What follows belongs to an exercise in optimizing a design on an open flow for small area, a short achievable clock period and few clock cycles per item; a production flow would make more cautious choices. In this exercise RTL edits were held to simulation tests only and were not proved equivalent to the original.

==> inputs of v28 <==
## fir_symm_tdm
module fir_symm_tdm (
  input  logic        clk,
  input  logic        rst,
  input  logic        clear,
  input  logic        in_valid,
  output logic        in_ready,
  input  logic [15:0] in_data,
  input  logic        coef_we,
  input  logic [5:0]  coef_addr,
  input  logic [17:0] coef_wdata,
  output logic        out_valid,
  output logic [15:0] out_data,
  output logic        out_sat
);
  logic [6:0] fl_q;
  logic       rdy_q;
  logic       accept, shift;
  logic [3:0] v_q;    
  assign in_ready = rdy_q && !clear && !rst;
  assign accept   = in_valid && in_ready;
  assign shift    = accept || !rdy_q;
  always_ff @(posedge clk or posedge rst) begin
    if (rst) begin
      fl_q  <= 7'd102;
      rdy_q <= 1'b0;
    end else if (clear) begin
      fl_q  <= 7'd102;
      rdy_q <= 1'b0;
    end else if (!rdy_q) begin
      fl_q  <= fl_q - 7'd1;
      rdy_q <= (fl_q == 7'd1);
    end
  end
  always_ff @(posedge clk or posedge rst) begin
    if (rst) begin
      v_q       <= '0;
      out_valid <= 1'b0;
    end else begin
      v_q[0]    <= accept;
      for (int i = 1; i < 4; i++) v_q[i] <= v_q[i-1] && !clear;
      out_valid <= v_q[3] && !clear;
    end
  end
  logic [101:0][15:0] x_q;
  logic [50:0][8:0][2:0] cb;
  always_ff @(posedge clk) begin
    if (shift) x_q <= {x_q[100:0], (rdy_q ? in_data : 16'd0)};
  end
  logic        wr_q, rz_q;
  logic [5:0]  wa_q;
  logic [17:0] wd_q;
  always_ff @(posedge clk or posedge rst) begin
    if (rst) wr_q <= 1'b0;
    else     wr_q <= coef_we;
  end
  always_ff @(posedge clk) begin
    rz_q <= rst;
    wa_q <= coef_addr;
    wd_q <= coef_wdata;
  end
  logic [8:0][2:0] wb;    
  logic [18:0] wx;
  assign wx = {wd_q, 1'b0};
  for (genvar j = 0; j < 9; j++) begin : g_wrec
    logic b0, b1, b2;
    assign b0 = wx[2*j];
    assign b1 = wx[2*j+1];
    assign b2 = wx[2*j+2];
    assign wb[j][0] = ~rz_q & (b1 ^ b0);                               
    assign wb[j][1] = ~rz_q & ((b2 & ~b1 & ~b0) | (~b2 & b1 & b0));    
  ...
export LEC_CHECK = 0
export CAP_MARGIN = 20
export CORE_MARGIN = 2
export CORE_UTILIZATION = 40
export SLEW_MARGIN = 20
export SYNTH_HIERARCHICAL = 1
export SYNTH_MINIMUM_KEEP_SIZE = 0
create_clock -name core_clock -period 12.0 [get_ports {clk}]
standard.sh (not shown) runs the stock make flow with config.mk's settings and CLKGATE_MAP_FILE= SYNTH_SCRIPT=/design/flow/synth_recipe.tcl, a recipe that flattens the netlist after the stock synthesis.
==> flow/flow/run.sh <==
#!/bin/bash
# The standard layout (standard.sh), with three changes to how the layout is made:
#  - the port buffers are buf_4 cells (buffer_ports -buffer_cell) instead of the slow
#    default, so the combinational clear/rst -> in_ready path and the input paths are short;
#  - more antenna-repair iterations after detailed routing;
#  - timing repair aims 6.9 ns below the clock period (the constraints are unchanged).
# The make output goes to make_finish.log; ORFS writes each tool's log under orfs/logs.
set -euo pipefail
bash standard.sh \
  "BUFFER_PORTS_ARGS=-buffer_cell sky130_fd_sc_hd__buf_4" \
  "MAX_REPAIR_ANTENNAS_ITER_DRT=10" \
  "SETUP_SLACK_MARGIN=6.9" "TNS_END_PERCENT=100" \
  finish > make_finish.log 2>&1
==> v38: changes against v28 <==
--- a/flow/design.v
+++ b/flow/design.v
@@ -51,57 +51,40 @@
       v_q[0]    <= accept;
       for (int i = 1; i < 4; i++) v_q[i] <= v_q[i-1] && !clear;
       out_valid <= v_q[3] && !clear;
     end
   end
   logic [101:0][15:0] x_q;
-  logic [50:0][8:0][2:0] cb;
+  logic [50:0][17:0]  c_q;
   always_ff @(posedge clk) begin
     if (shift) x_q <= {x_q[100:0], (rdy_q ? in_data : 16'd0)};
   end
-  logic        wr_q, rz_q;
-  logic [5:0]  wa_q;
-  logic [17:0] wd_q;
-  always_ff @(posedge clk or posedge rst) begin
-    if (rst) wr_q <= 1'b0;
-    else     wr_q <= coef_we;
-  end
-  always_ff @(posedge clk) begin
-    rz_q <= rst;
-    wa_q <= coef_addr;
-    wd_q <= coef_wdata;
-  end
-  logic [8:0][2:0] wb;    
-  logic [18:0] wx;
-  assign wx = {wd_q, 1'b0};
-  for (genvar j = 0; j < 9; j++) begin : g_wrec
-    logic b0, b1, b2;
-    assign b0 = wx[2*j];
-    assign b1 = wx[2*j+1];
-    assign b2 = wx[2*j+2];
-    assign wb[j][0] = ~rz_q & (b1 ^ b0);                               
-    assign wb[j][1] = ~rz_q & ((b2 & ~b1 & ~b0) | (~b2 & b1 & b0));    
-    assign wb[j][2] = ~rz_q & b2 & ~(b1 & b0);                         
-  end
+  logic [17:0] cw;
+  assign cw = coef_wdata & {18{~rst}};
   for (genvar i = 0; i < 51; i++) begin : g_coef
     always_ff @(posedge clk) begin
-      if (rz_q || (wr_q && wa_q == 6'(i))) cb[i] <= wb;
+      if (rst || (coef_we && coef_addr == 6'(i))) c_q[i] <= cw;
     end
   end
   logic [8:0][17:0][50:0] pp;    
   logic [8:0][50:0] ng;              
   for (genvar k = 0; k < 51; k++) begin : g_tap
     logic signed [16:0] s;
     logic [18:0] sx;
+    logic [18:0] cx;
     always_ff @(posedge clk) s <= $signed(x_q[k]) + $signed(x_q[101-k]);
     assign sx = {s[16], s, 1'b0};           
+    assign cx = {c_q[k], 1'b0};
     for (genvar j = 0; j < 9; j++) begin : g_dig
-      logic one, two, neg;
-      assign one = cb[k][j][0];
-      assign two = cb[k][j][1];
-      assign neg = cb[k][j][2];
+      logic b0, b1, b2, one, two, neg;
+      assign b0  = cx[2*j];
+      assign b1  = cx[2*j+1];
+      assign b2  = cx[2*j+2];
+      assign one = b1 ^ b0;
+      assign two = (b2 & ~b1 & ~b0) | (~b2 & b1 & b0);
+      assign neg = b2 & ~(b1 & b0);
       assign ng[j][k] = neg;
       for (genvar i = 0; i < 18; i++) begin : g_bit
         logic p;
         assign p = ((one & sx[i+1]) | (two & sx[i])) ^ neg;
         if (i == 17) assign pp[j][i][k] = ~p;
         else assign pp[j][i][k] = p;
@@ -1197,13 +1180,15 @@
   assign s14_38[0] = r11_38[0] ^ r11_38[1];
   assign k14_38[0] = r11_38[0] & r11_38[1];
   logic [39:0] sum;
   assign sum = {r11_39[0], s14_38[0], s14_37[0], s14_36[0], s13_35[0], k13_33[0], s13_33[0], k13_31[0], k13_30[0], k14_29[0], s14_29[0], k14_27[0], k14_26[0], k14_25[0], k14_24[0], k14_23[0], k14_22[0], s14_22[0], s14_21[0], k14_19[0], s14_19[0], s14_18[0], k14_16[0], s14_16[0], k14_14[0], s14_14[0], k14_12[0], s14_12[0], s14_11[0], k14_9[0], s14_9[0], s13_8[0], s12_7[0], r11_6[0], r11_5[0], r11_4[0], r11_3[0], r11_2[0], r11_1[0], r11_0[0]}
              + {k14_38[0], k14_37[0], k14_36[0], 1'b0, 1'b0, s12_34[0], k13_32[0], s13_32[0], s13_31[0], s13_30[0], k14_28[0], s14_28[0], s14_27[0], s14_26[0], s14_25[0], s14_24[0], s14_23[0], k14_21[0], k14_20[0], s14_20[0], k14_18[0], k14_17[0], s14_17[0], k14_15[0], s14_15[0], k14_13[0], s14_13[0], k14_11[0], k14_10[0], s14_10[0], 1'b0, 1'b0, 1'b0, 1'b0, 1'b0, 1'b0, 1'b0, 1'b0, 1'b0, r11_0[1]};
   logic [39:16] acc;
-  always_ff @(posedge clk) acc <= sum[39:16];
+  assign acc = sum[39:16];
   logic sat_hi, sat_lo;
   assign sat_hi = !acc[39] && (acc[38:31] != '0);
   assign sat_lo =  acc[39] && (acc[38:31] != '1);
-  assign out_sat  = sat_hi || sat_lo;
-  assign out_data = sat_hi ? 16'h7fff : sat_lo ? 16'h8000 : acc[31:16];
+  always_ff @(posedge clk) begin
+    out_sat  <= sat_hi || sat_lo;
+    out_data <= sat_hi ? 16'h7fff : sat_lo ? 16'h8000 : acc[31:16];
+  end
 endmodule
==> flow/run.sh (new file) <==
#!/bin/bash
# synth_recipe.tcl (not shown) runs the flow's synth.tcl, then flattens the netlist and writes it again
# the make line also repeats each setting of config.mk as NAME=value (left out here)
make -C /OpenROAD-flow-scripts/flow DESIGN_CONFIG=/design/flow/config.mk WORK_HOME=/design/flow/orfs CLKGATE_MAP_FILE= SYNTH_SCRIPT=/design/flow/synth_recipe.tcl finish
removed: flow/flow/run.sh
removed: flow/standard.sh
==> v25: changes against v28 <==
--- a/flow/design.v
+++ b/flow/design.v
@@ -24,13 +24,13 @@
   output logic [15:0] out_data,
   output logic        out_sat
 );
   logic [6:0] fl_q;
   logic       rdy_q;
   logic       accept, shift;
-  logic [3:0] v_q;    
+  logic [4:0] v_q;    
   assign in_ready = rdy_q && !clear && !rst;
   assign accept   = in_valid && in_ready;
   assign shift    = accept || !rdy_q;
   always_ff @(posedge clk or posedge rst) begin
     if (rst) begin
       fl_q  <= 7'd102;
@@ -46,14 +46,14 @@
   always_ff @(posedge clk or posedge rst) begin
     if (rst) begin
       v_q       <= '0;
       out_valid <= 1'b0;
     end else begin
       v_q[0]    <= accept;
-      for (int i = 1; i < 4; i++) v_q[i] <= v_q[i-1] && !clear;
-      out_valid <= v_q[3] && !clear;
+      for (int i = 1; i < 5; i++) v_q[i] <= v_q[i-1] && !clear;
+      out_valid <= v_q[4] && !clear;
     end
   end
   logic [101:0][15:0] x_q;
   logic [50:0][8:0][2:0] cb;
   always_ff @(posedge clk) begin
     if (shift) x_q <= {x_q[100:0], (rdy_q ? in_data : 16'd0)};
@@ -1201,9 +1201,11 @@
              + {k14_38[0], k14_37[0], k14_36[0], 1'b0, 1'b0, s12_34[0], k13_32[0], s13_32[0], s13_31[0], s13_30[0], k14_28[0], s14_28[0], s14_27[0], s14_26[0], s14_25[0], s14_24[0], s14_23[0], k14_21[0], k14_20[0], s14_20[0], k14_18[0], k14_17[0], s14_17[0], k14_15[0], s14_15[0], k14_13[0], s14_13[0], k14_11[0], k14_10[0], s14_10[0], 1'b0, 1'b0, 1'b0, 1'b0, 1'b0, 1'b0, 1'b0, 1'b0, 1'b0, r11_0[1]};
   logic [39:16] acc;
   always_ff @(posedge clk) acc <= sum[39:16];
   logic sat_hi, sat_lo;
   assign sat_hi = !acc[39] && (acc[38:31] != '0);
   assign sat_lo =  acc[39] && (acc[38:31] != '1);
-  assign out_sat  = sat_hi || sat_lo;
-  assign out_data = sat_hi ? 16'h7fff : sat_lo ? 16'h8000 : acc[31:16];
+  always_ff @(posedge clk) begin
+    out_sat  <= sat_hi || sat_lo;
+    out_data <= sat_hi ? 16'h7fff : sat_lo ? 16'h8000 : acc[31:16];
+  end
 endmodule
==> flow/flow/run.sh (replaced) <==
#!/bin/bash
# The standard layout (standard.sh), with two changes to how the layout is made:
#  - the port buffers are buf_4 cells (buffer_ports -buffer_cell) instead of the slow
#    default, so the combinational clear/rst -> in_ready path and the input paths are short;
#  - more antenna-repair iterations after detailed routing.
# The make output goes to make_finish.log; ORFS writes each tool's log under orfs/logs.
set -euo pipefail
bash standard.sh \
  "BUFFER_PORTS_ARGS=-buffer_cell sky130_fd_sc_hd__buf_4" \
  "MAX_REPAIR_ANTENNAS_ITER_DRT=10" \
  finish > make_finish.log 2>&1
==> notes <==
The highest synthesized cell count belongs to v38, the lowest to v28.
The highest worst hold slack belongs to v38, the lowest to v25.
In v38 the global-route usage is higher than in v25, by 1.3 points.
Die area, lowest first: v28, v38, v25.
The lowest sequential share of layout area belongs to v38, the highest to v25.
Maximum frequency: v25 is larger than v38 (about 18%).
Critical path depth is the same in v28 and v25.
Against v28, the sequential cell count of v25 is higher by 18.
==> figures <==
item	v28	v38	v25
Mapped cell area	0.495 mm²	0.495 mm²	0.495 mm²
Worst slew margin	1.59%	2.90%	15.1%
Multi-input gate area in the final layout	0.343 mm²	0.354 mm²	0.343 mm²
Part of the cycle the worst path needs	43.8%	52.6%	44.4%
Flip-flop and latch count after synthesis	5255	4763	5273
Origin of the critical flop-to-flop path	g_tap[3].s[16]	c_q[393]	g_tap[23].s[0]
Sink Count	5255	4763	5273
Total number of vias	350272	356564	345989
First-pass GRT wire length	2860000 µm	2850000 µm	2750000 µm
Number of sequential cells	5255	4763	5273
Final cell utilization of the core	43.0%	43.0%	43.0%
Instance area after placement	0.506 mm²	0.510 mm²	0.505 mm²
Worst Hold Launch	r5_15[49]	r5_15[49]	r5_0[0]
Largest stage delay on the critical path	0.22 ns	0.64 ns	0.21 ns
Multiplexer share of the synthesized area	0.00202%	0.116%	0.00404%
Run status	finished clean	finished clean	finished clean
Filler Cell Count	112653	113989	112767
First-pass iteration count of the detailed router	7	8	9
Testbench counts of v28, summed over its fixed seeds: cycles 552, items 512.
Testbench counts of v38, summed over its fixed seeds: cycles 552, items 512.
Testbench counts of v25, summed over its fixed seeds: cycles 560, items 512.

==> afterwards: timing with drivers on the ports <==
How much do the figures lean on ideal ports? The routed layouts below were timed once more, with nothing changed but the port constraints. Step 1 sets driving cells, clkbuf_16 on the clock port and buf_2 on the other inputs (assumed; they add their load-dependent delay and slew). Step 2, shift: input delay + t, output delay - t, t = (earliest + latest rising clock arrival at the registers) / 2. This alone moves slack from input paths to output paths. a / b / c = ideal ports / drivers / drivers and shift; a / b = the first two.
run | t, ns | slack for setup (ns) | clock arrival spread, ns
v28 | 1.325 | 6.749 / 6.701 / 5.766 | 0.147 / 0.147
v38 | 1.300 | 5.687 / 5.665 / 5.186 | 0.118 / 0.119
v25 | 1.344 | 6.668 / 6.648 / 6.164 | 0.158 / 0.158
After both steps every run listed still meets setup and hold. For v28, which loses most, drivers alone change the setup slack by -0.048 ns; drivers and shift together by -0.983 ns.
